Background: an optimization exercise with open tools, aiming at small area, a short achievable clock period and few clock cycles. Do not read the settings as production practice. Function was checked by simulation only, so behaviour that the tests miss may differ from the original. Power and IR drop assume default switching activity.

## design/flow/design.v

```verilog
package isaPkg;
    typedef enum logic [5-1:0] {
        opLdi  = 5'd0,
        opAdd  = 5'd3,
        opSub  = 5'd4,
        opAnd  = 5'd5,
        opOr   = 5'd6,
        opMul  = 5'd15,   
        opMfhi = 5'd16,
        opMflo = 5'd17
    } opcodeT;
    parameter int opcodeHi = 31;
    parameter int opcodeLo = opcodeHi - 5 + 1;
    parameter int raHi = 26;
    parameter int raLo = raHi - 4 + 1;
    parameter int rbHi = 22;
    parameter int rbLo = rbHi - 4 + 1;
    parameter int rcHi = 18;
    parameter int rcLo = rcHi - 4 + 1;
    parameter int immHi = 19 - 1;   
    parameter int immLo = 0;
endpackage
package ctrlPkg;
    typedef enum logic [2:0] {
        stIdle    = 3'd0,
        stDecode  = 3'd1,
        stReadA   = 3'd2,
        stCompute = 3'd3,
        stWriteLo = 3'd4,
        stWriteHi = 3'd5,
        stMove    = 3'd6
    } stepT;
    typedef enum logic [2:0] {
        srcNone  = 3'd0,
        srcMdr   = 3'd1,
        srcReg   = 3'd2,
        srcZLow  = 3'd3,
        srcZHigh = 3'd4,
        srcHi    = 3'd5,
        srcLo    = 3'd6,
        srcImm   = 3'd7
    } busSrcT;
endpackage
`timescale 1ns/1ps
module registerFile (
    input  logic                       Clock,
    input  logic                       rst,
    input  logic [32-1:0]     busData,
    input  logic [4-1:0] regReadAddr,
    input  logic [4-1:0] regWriteAddr,
    input  logic                       regWriteEn,
    input  logic                       hiWriteEn,
    input  logic                       loWriteEn,
    output logic [32-1:0]     regReadData,
    output logic [32-1:0]     hiData,
    output logic [32-1:0]     loData
);
    logic [32-1:0] regs [16];
    logic [32-1:0] hiReg;
    logic [32-1:0] loReg;
    always_ff @(posedge Clock) begin
        if (rst) begin
            for (int i = 0; i < 16; i++) begin
                regs[i] <= '0;
            end
        end else if (regWriteEn) begin
            regs[regWriteAddr] <= busData;
        end
    end
    always_ff @(posedge Clock) begin
        if (rst) begin
            hiReg <= '0;
            loReg <= '0;
        end else begin
            if (hiWriteEn) begin
                hiReg <= busData;
            end
            if (loWriteEn) begin
                loReg <= busData;
            end
        end
    end
    assign regReadData = regs[regReadAddr];   
    assign hiData      = hiReg;
    assign loData      = loReg;
endmodule
`timescale 1ns/1ps
module aluUnit (
    input  logic                   Clock,
    input  logic                   rst,
    input  logic [32-1:0] busData,
    input  logic                   yEnable,
    input  logic                   zEnable,
    input  isaPkg::opcodeT         aluOp,
    output logic [32-1:0] zLow,
    output logic [32-1:0] zHigh
);
    logic [32-1:0] yReg;
    logic [(2 * 32)-1:0] zReg;
    logic [(2 * 32)-1:0] result;
    logic signed [(2 * 32)-1:0] product;
    always_ff @(posedge Clock) begin
        if (rst) begin
            yReg <= '0;
        end else if (yEnable) begin
            yReg <= busData;
        end
    end
    assign product = $signed(yReg) * $signed(busData);   
    always_comb begin
        result = '0;
        case (aluOp)
            isaPkg::opAdd: result[32-1:0] = yReg + busData;
            isaPkg::opSub: result[32-1:0] = yReg - busData;
            isaPkg::opAnd: result[32-1:0] = yReg & busData;
            isaPkg::opOr:  result[32-1:0] = yReg | busData;
            isaPkg::opMul: result = product;
            default:       result = '0;
        endcase
    end
    always_ff @(posedge Clock) begin
        if (rst) begin
            zReg <= '0;
        end else if (zEnable) begin
            zReg <= result;
        end
    end
    assign zLow  = zReg[32-1:0];
    assign zHigh = zReg[(2 * 32)-1:32];
endmodule
`timescale 1ns/1ps
module controlSequencer (
    input  logic                       Clock,
    input  logic                       rst,
    input  logic                       instrValid,
    input  logic [32-1:0]     instrWord,
    output logic                       instrReady,
    input  logic [32-1:0]     regReadData,
    input  logic [32-1:0]     hiData,
    input  logic [32-1:0]     loData,
    input  logic [32-1:0]     zLow,
    input  logic [32-1:0]     zHigh,
    output logic [32-1:0]     busData,
    output logic [4-1:0] regReadAddr,
    output logic [4-1:0] regWriteAddr,
    output logic                       regWriteEn,
    output logic                       hiWriteEn,
    output logic                       loWriteEn,
    output logic                       yEnable,
    output logic                       zEnable,
    output isaPkg::opcodeT             aluOp,
    output logic                       retireValid,
    output logic [4-1:0] retireDest,
    output logic [32-1:0]     retireData
);
    logic [32-1:0]     mdr;
    logic [32-1:0]     ir;
    ctrlPkg::stepT              step;
    ctrlPkg::stepT              nextStep;
    ctrlPkg::busSrcT            busSrc;
    isaPkg::opcodeT             mdrOp;
    isaPkg::opcodeT             irOp;
    logic [4-1:0] raField;
    logic [4-1:0] rbField;
    logic [4-1:0] rcField;
    logic [32-1:0]     immExt;
    logic                       accept;
    logic                       lastStep;
    assign mdrOp   = isaPkg::opcodeT'(mdr[isaPkg::opcodeHi:isaPkg::opcodeLo]);
    assign irOp    = isaPkg::opcodeT'(ir[isaPkg::opcodeHi:isaPkg::opcodeLo]);
    assign raField = ir[isaPkg::raHi:isaPkg::raLo];
    assign rbField = ir[isaPkg::rbHi:isaPkg::rbLo];
    assign rcField = ir[isaPkg::rcHi:isaPkg::rcLo];
    assign immExt  = {{(32-19){ir[isaPkg::immHi]}},
                      ir[isaPkg::immHi:isaPkg::immLo]};   
    assign instrReady = (step == ctrlPkg::stIdle);
    assign accept     = instrValid && instrReady;
    always_ff @(posedge Clock) begin
        if (accept) begin
            mdr <= instrWord;
        end
        if (step == ctrlPkg::stDecode) begin
            ir <= busData;
        end
    end
    always_comb begin
        nextStep = step;
        case (step)
            ctrlPkg::stIdle: begin
                if (instrValid) begin
                    nextStep = ctrlPkg::stDecode;
                end
            end
            ctrlPkg::stDecode: begin
                case (mdrOp)   
                    isaPkg::opLdi, isaPkg::opMfhi, isaPkg::opMflo:
                        nextStep = ctrlPkg::stMove;
                    isaPkg::opAdd, isaPkg::opSub, isaPkg::opAnd, isaPkg::opOr,
                    isaPkg::opMul:
                        nextStep = ctrlPkg::stReadA;
                    default:
                        nextStep = ctrlPkg::stIdle;
                endcase
            end
            ctrlPkg::stReadA:   nextStep = ctrlPkg::stCompute;
            ctrlPkg::stCompute: nextStep = ctrlPkg::stWriteLo;
            ctrlPkg::stWriteLo: begin
                nextStep = (irOp == isaPkg::opMul) ? ctrlPkg::stWriteHi : ctrlPkg::stIdle;
            end
            ctrlPkg::stWriteHi: nextStep = ctrlPkg::stIdle;
            ctrlPkg::stMove:    nextStep = ctrlPkg::stIdle;
            default:            nextStep = ctrlPkg::stIdle;
        endcase
    end
    always_ff @(posedge Clock) begin
        if (rst) begin
            step <= ctrlPkg::stIdle;
        end else begin
            step <= nextStep;
        end
    end
    always_comb begin
        busSrc = ctrlPkg::srcNone;
        case (step)
            ctrlPkg::stDecode:  busSrc = ctrlPkg::srcMdr;
            ctrlPkg::stReadA:   busSrc = ctrlPkg::srcReg;
            ctrlPkg::stCompute: busSrc = ctrlPkg::srcReg;
            ctrlPkg::stWriteLo: busSrc = ctrlPkg::srcZLow;
            ctrlPkg::stWriteHi: busSrc = ctrlPkg::srcZHigh;
            ctrlPkg::stMove: begin
                case (irOp)
                    isaPkg::opMfhi: busSrc = ctrlPkg::srcHi;
                    isaPkg::opMflo: busSrc = ctrlPkg::srcLo;
                    default:        busSrc = ctrlPkg::srcImm;
                endcase
            end
            default: busSrc = ctrlPkg::srcNone;
        endcase
    end
    always_comb begin
        case (busSrc)
            ctrlPkg::srcMdr:   busData = mdr;
            ctrlPkg::srcReg:   busData = regReadData;
            ctrlPkg::srcZLow:  busData = zLow;
            ctrlPkg::srcZHigh: busData = zHigh;
            ctrlPkg::srcHi:    busData = hiData;
            ctrlPkg::srcLo:    busData = loData;
            ctrlPkg::srcImm:   busData = immExt;
            default:           busData = '0;
        endcase
    end
    assign regReadAddr  = (step == ctrlPkg::stCompute) ? rbField : raField;   
    assign regWriteAddr = rcField;
    assign yEnable      = (step == ctrlPkg::stReadA);
    assign zEnable      = (step == ctrlPkg::stCompute);
    assign aluOp        = irOp;
    assign regWriteEn = (step == ctrlPkg::stMove) ||
                        (step == ctrlPkg::stWriteLo && irOp != isaPkg::opMul);
    assign loWriteEn  = (step == ctrlPkg::stWriteLo) && (irOp == isaPkg::opMul);
    assign hiWriteEn  = (step == ctrlPkg::stWriteHi);
    assign lastStep = regWriteEn || hiWriteEn;
    always_ff @(posedge Clock) begin
        if (rst) begin
            retireValid <= 1'b0;
        end else begin
            retireValid <= lastStep;
        end
    end
    always_ff @(posedge Clock) begin
        if (lastStep) begin
            retireDest <= rcField;
            retireData <= hiWriteEn ? zLow : busData;   
        end
    end
endmodule
`timescale 1ns/1ps
module busCpu (
    input  logic                       Clock,
    input  logic                       rst,
    input  logic                       instrValid,
    input  logic [32-1:0]     instrWord,
    output logic                       instrReady,
    output logic                       retireValid,
    output logic [4-1:0] retireDest,
    output logic [32-1:0]     retireData
);
    logic [32-1:0]     busData;
    logic [4-1:0] regReadAddr;
    logic [4-1:0] regWriteAddr;
    logic                       regWriteEn;
    logic                       hiWriteEn;
    logic                       loWriteEn;
    logic                       yEnable;
    logic                       zEnable;
    isaPkg::opcodeT             aluOp;
    logic [32-1:0]     regReadData;
    logic [32-1:0]     hiData;
    logic [32-1:0]     loData;
    logic [32-1:0]     zLow;
    logic [32-1:0]     zHigh;
    controlSequencer controlSequencer_i (
        .Clock        (Clock),
        .rst          (rst),
        .instrValid   (instrValid),
        .instrWord    (instrWord),
        .instrReady   (instrReady),
        .regReadData  (regReadData),
        .hiData       (hiData),
        .loData       (loData),
        .zLow         (zLow),
        .zHigh        (zHigh),
        .busData      (busData),
        .regReadAddr  (regReadAddr),
        .regWriteAddr (regWriteAddr),
        .regWriteEn   (regWriteEn),
        .hiWriteEn    (hiWriteEn),
        .loWriteEn    (loWriteEn),
        .yEnable      (yEnable),
        .zEnable      (zEnable),
        .aluOp        (aluOp),
        .retireValid  (retireValid),
        .retireDest   (retireDest),
        .retireData   (retireData)
    );
    registerFile registerFile_i (
        .Clock        (Clock),
        .rst          (rst),
        .busData      (busData),
        .regReadAddr  (regReadAddr),
        .regWriteAddr (regWriteAddr),
        .regWriteEn   (regWriteEn),
        .hiWriteEn    (hiWriteEn),
        .loWriteEn    (loWriteEn),
        .regReadData  (regReadData),
        .hiData       (hiData),
        .loData       (loData)
    );
    aluUnit aluUnit_i (
        .Clock   (Clock),
        .rst     (rst),
        .busData (busData),
        .yEnable (yEnable),
        .zEnable (zEnable),
        .aluOp   (aluOp),
        .zLow    (zLow),
        .zHigh   (zHigh)
    );
endmodule
```

## design/flow/run.sh

```bash
#!/bin/bash
# synth_recipe.tcl (not shown) runs the flow's synth.tcl, then flattens the netlist and writes it again
# the make line also repeats each setting of config.mk as NAME=value (left out here)
make -C /OpenROAD-flow-scripts/flow DESIGN_CONFIG=/design/flow/config.mk WORK_HOME=/design/flow/orfs CLKGATE_MAP_FILE= SYNTH_SCRIPT=/design/flow/synth_recipe.tcl finish
```

## design/flow/config.mk

```make
export PLATFORM = sky130hd
export DESIGN_NAME = busCpu
export DESIGN_NICKNAME = busCpu
export VERILOG_FILES = /design/flow/design.v
export SDC_FILE = /design/flow/constraint.sdc
export NUM_CORES = 4
export LEC_CHECK = 0
export CAP_MARGIN = 20
export CORE_MARGIN = 2
export CORE_UTILIZATION = 40
export SLEW_MARGIN = 20
```

## design/flow/constraint.sdc

```tcl
create_clock -name core_clock -period 11.0 [get_ports {Clock}]
set_input_delay 2.2000 -clock core_clock [delete_from_list [all_inputs] [get_ports {Clock}]]
set_output_delay 2.2000 -clock core_clock [all_outputs]
set_load 0.01 [all_outputs]
```

==> run_results.csv <==
group,metric,value,unit
timing,finalHoldViolCount,0,
pwr,p_leak,34.86,nW
setup_path,critPathKind,"reg -> reg",
synth,syn_inst,7358,
layout,drive_gt1_share,8.266,%
placed_design,routabilityCongestion,0.9585,
setup_path,start_kind,"register",
global_routing,grt_pass1_wl,373100,um
layout,multi_input_area,45440,sq um
floorplanning,ios,73,
cts,cts_root_buf,"clkbuf_16",
pwr,internal-power,5.447,mW
setup_path,crit_top_cell,"fa_1",
placed_design,pre_cts_ws,46.75,ps
synth,async_flop_share,0,%
route,vias,54640,
pwr,p_sw,2.583,mW
setup_path,end_kind,"register",
layout,seq_area,21710,sq um
timing,max_freq,92.59,MHz
setup_path,critPathRequiredTime,11570,ps
floorplanning,start_util,40.38,%
setup_path,reg2reg_depth,33,
route,postRouteAntennaNets,0,
global_routing,grt_pass1_vias,56780,
floorplanning,die-height,431.6,um
setup_path,timing.rr.end,"aluUnit_i.zReg[58]",
cts,cts_sinks,778,
cts,cts_tree,"done",
floorplanning,die-area,186300,sq um
global_routing,grt_max_degree,66,
setup_path,cp_slowest_cell,"edfxtp_1",
synth,yosysUniqueCellTypes,93,
synth,avgSynthCellArea,9.941,sq um
cts,cts.reportedPaths.clkPinSlew,70,ps
setup_path,r2r_slack,200,ps
synth,ys_seq_area_share,29.67,%
pwr,p_per_area,99.65,nW/um^2
run_status,status,"complete, no violations",
placed_design,port_buffers,72,
synth,synth-edff-count,612,
synth,synth_seq_cells,778,
synth,syn_nets,8697,
timing,finClkSkew,68.59,ps
run,maxCapViolations,0,
timing,setup_violations,0,
timing,min_period,10800,ps
pwr,peakVddDrop,0.1178,mV
pwr,combPwrFrac,23.5,%
cts,clk-insertion-delay-late,710,ps
setup_path,crit_fanout,25,
route,wl_per_cell,25.73,um
setup_path,crit_start,"controlSequencer_i.ir[19]",
route,drc,0,
timing,max_slew.worst_pin.slew,1183,ps
layout,final_util,44.49,%
setup_path,timing.rr.start,"controlSequencer_i.ir[19]",
layout,n_fill_cell,17050,
timing,slew-limit-headroom,21.15,%
synth,synth_warnings,3,
global_routing,grt_overflow,0,
route,finalWirelength,250200,um
synth,ys.flop_type,"edfxtp_1",
route,vias_per_cell,5.617,
timing,layout_worst_path_cycle_share,98.19,%
hold_path,hold_path.class,"reg -> reg",
route,first_pass_iters,9,
pwr,p_clk_share,34.9,%
floorplanning,die_x,431.6,um
cts,holdBufCountCts,0,
floorplanning,coreArea,181100,sq um
layout,nets,8631,
setup_path,arrival,11370,ps
timing,drv_slew,0,
global_routing,antenna_found_initial,7,
layout,area_delta_synth_final,10.17,%
timing,setup_ws,199.2,ps
setup_path,max_stage_delay,590,ps
cts,numCtsBuffers,80,
cts,ctsLongestPathBuffers,3,
global_routing,grt_use_total,26.90,%
synth,synthesis.area,73150,sq um
placed_design,hpwl,184200,um
cts,h-tree-depth,3,
pwr,p_seq_share,41.6,%
floorplanning,rows,156,
pwr,switching_share,32.17,%
setup_path,cp-endpoint,"aluUnit_i.zReg[58]",
route,drt_iter0_markers,5954,
[worst min-delay path by stage]
stage                            start                  to  depth (start not counted)
finish              aluUnit_i.zReg[57]  aluUnit_i.zReg[57]                          2
floorplan           aluUnit_i.zReg[35]  aluUnit_i.zReg[35]                          2
CTS                 aluUnit_i.zReg[33]  aluUnit_i.zReg[33]                          2
detailed placement  aluUnit_i.zReg[33]  aluUnit_i.zReg[33]                          2
global placement    aluUnit_i.zReg[33]  aluUnit_i.zReg[33]                          2
global route        aluUnit_i.zReg[33]  aluUnit_i.zReg[33]                          2
[logic make-up (layout without fill, tap and decap cells)]
group / count (synthesis) / in the layout / synth area share (%)
simple gates: 2401 / 2401 / 15.15
flops: 778 / 778 / 29.67
buf+inv: 1665 / 1662 / 8.664
xor+xnor: 129 / 129 / 1.563
mux: 185 / 185 / 3.185
fa+ha+maj: 1304 / 1304 / 33.42
other cells: 0 / 1 / 0
compound gates: 896 / 896 / 8.353
[cells in the mapped netlist (all sizes together) (37+ instances only)]
cell    instances  area, sq um
dfxtp         166         3323
a21o           57        427.9
nor2          773         2902
edfxtp        612        18380
nand2         817         3067
o21ai         124        620.6
a21oi         205         1037
a211oi        177         1329
xnor2          92        805.8
and2          265         1658
inv          1109         4163
clkbuf        454         1704
nor2b         248         1551
buf            90        425.4
and3           68        425.4
nor3           37        196.4
ha            221         2765
nand3          66        335.3
a22oi          51        382.9
mux2i         118         1181
fa           1083        21680
[power by group through the flow]
stage,clock network [mW],logic [mW],registers [mW]
2_1_floorplan,0,1.13,3.35
3_3_place_gp,0,1.81,3.40
3_5_place_dp,0,1.84,3.40
6_report,2.80,1.89,3.34
4_1_cts,2.82,1.85,3.34
5_1_grt,2.93,2.02,3.34
[critical path: cells and delay by family (launching register included)]
| kind | cells | cell delay [ps] |
|---|---|---|
| flops | 1 | 590 |
| buf+inv | 7 | 1050 |
| simple gates | 8 | 2080 |
| fa+ha+maj | 9 | 4370 |
| compound gates | 9 | 2500 |
[flip-flops by register name (all words and copies together), names as in the netlist, named ones only]
name / flops
registerFile_i.regs: 512
aluUnit_i.zReg: 64
aluUnit_i.yReg: 32
controlSequencer_i.ir: 32
controlSequencer_i.mdr: 32
controlSequencer_i.retireData: 32
registerFile_i.hiReg: 32
registerFile_i.loReg: 32
controlSequencer_i.retireDest: 4
controlSequencer_i.step: 3
controlSequencer_i.retireValid: 1
[layer usage]
layer	wire length, um	global-route usage, %
met3	21430	4.077
met1	99110	35.45
met5	13	0
met2	116100	43.75
met4	13590	12.45
[layout by cell type, fill, tap and decap left out, types with 27 or more instances in the layout]
cell type / Yosys / layout
nand2_1: 817 / 817
dfxtp_1: 166 / 159
nand3_1: 65 / 65
mux2_2: 32 / 32
buf_4: 8 / 285
nor2b_1: 248 / 246
fa_1: 1083 / 1081
buf_12: 0 / 33
a211oi_1: 177 / 175
mux4_2: 35 / 35
clkbuf_16: 0 / 84
nor3_1: 36 / 34
inv_1: 1108 / 1106
and2_1: 264 / 262
xor2_1: 36 / 36
a31oi_1: 28 / 27
o21ai_0: 122 / 122
nor2_1: 773 / 769
mux2i_1: 118 / 118
xnor2_1: 92 / 92
a21oi_1: 204 / 202
a22oi_1: 51 / 49
edfxtp_1: 612 / 612
and3_1: 68 / 67
clkdlybuf4s50_1: 0 / 71
ha_1: 221 / 221
a21o_1: 57 / 54
[per-stage QoR]
stage	power (mW)	area, sq um	hold WS [ps]	setup TNS, ps	std cells
final	8.031	80590	463.8	0	9726
after global routing	8.282	80590	481.7	-9.913	9725
after floorplan	4.477	73150	419.6	0	7358
after detailed placement	5.240	77750	450.5	0	9568
after CTS	8.008	80360	460.9	0	9713
after global placement	5.211	77690	438.0	0	9566
[cell type report]
type,instances,area share (%)
repair buffers,396,4.513
well taps,2370,3.680
inverters,1121,5.235
clock buffers,100,2.694
clock inverters,45,0.5465
multi-input cells,4915,56.39
diodes,1,0.003105
flip-flops and latches,778,26.94
[timing repair]
action,CTS,global route
setup endpoints to repair,0,15
resized for setup,0,18
buffers inserted,0,9
Testbench counts, summed over its fixed seeds: cycles 69,832.

[re-timing with driven ports]
The results above use ideal ports. As a check the final layout listed here was re-extracted and re-timed, cells and wires unchanged.
Step 1 sets driving cells, clkbuf_16 on the clock port and buf_2 on the other inputs (assumed; they add their load-dependent delay and slew).
Step 2 moves the port delays by t, midway between the first and last clock arrival at a register: inputs arrive t later, outputs are due t later. That takes back most of the time a late clock gives input paths.
Three values: no drivers, after step 1, after step 2; two values: the first two.
t, ns: 0.740
setup WS [ns]: 0.199 / 0.199 / 0.199
latest minus earliest clock arrival (ns): 0.069 / 0.070
slew at the worst register clock pin (ns): 0.07 / 0.07
cell pins on the clock port's net: 1
After both steps setup and hold are still met in this run. The setup slack of this run moves by 0.000 ns with the drivers and by 0.000 ns with both steps.
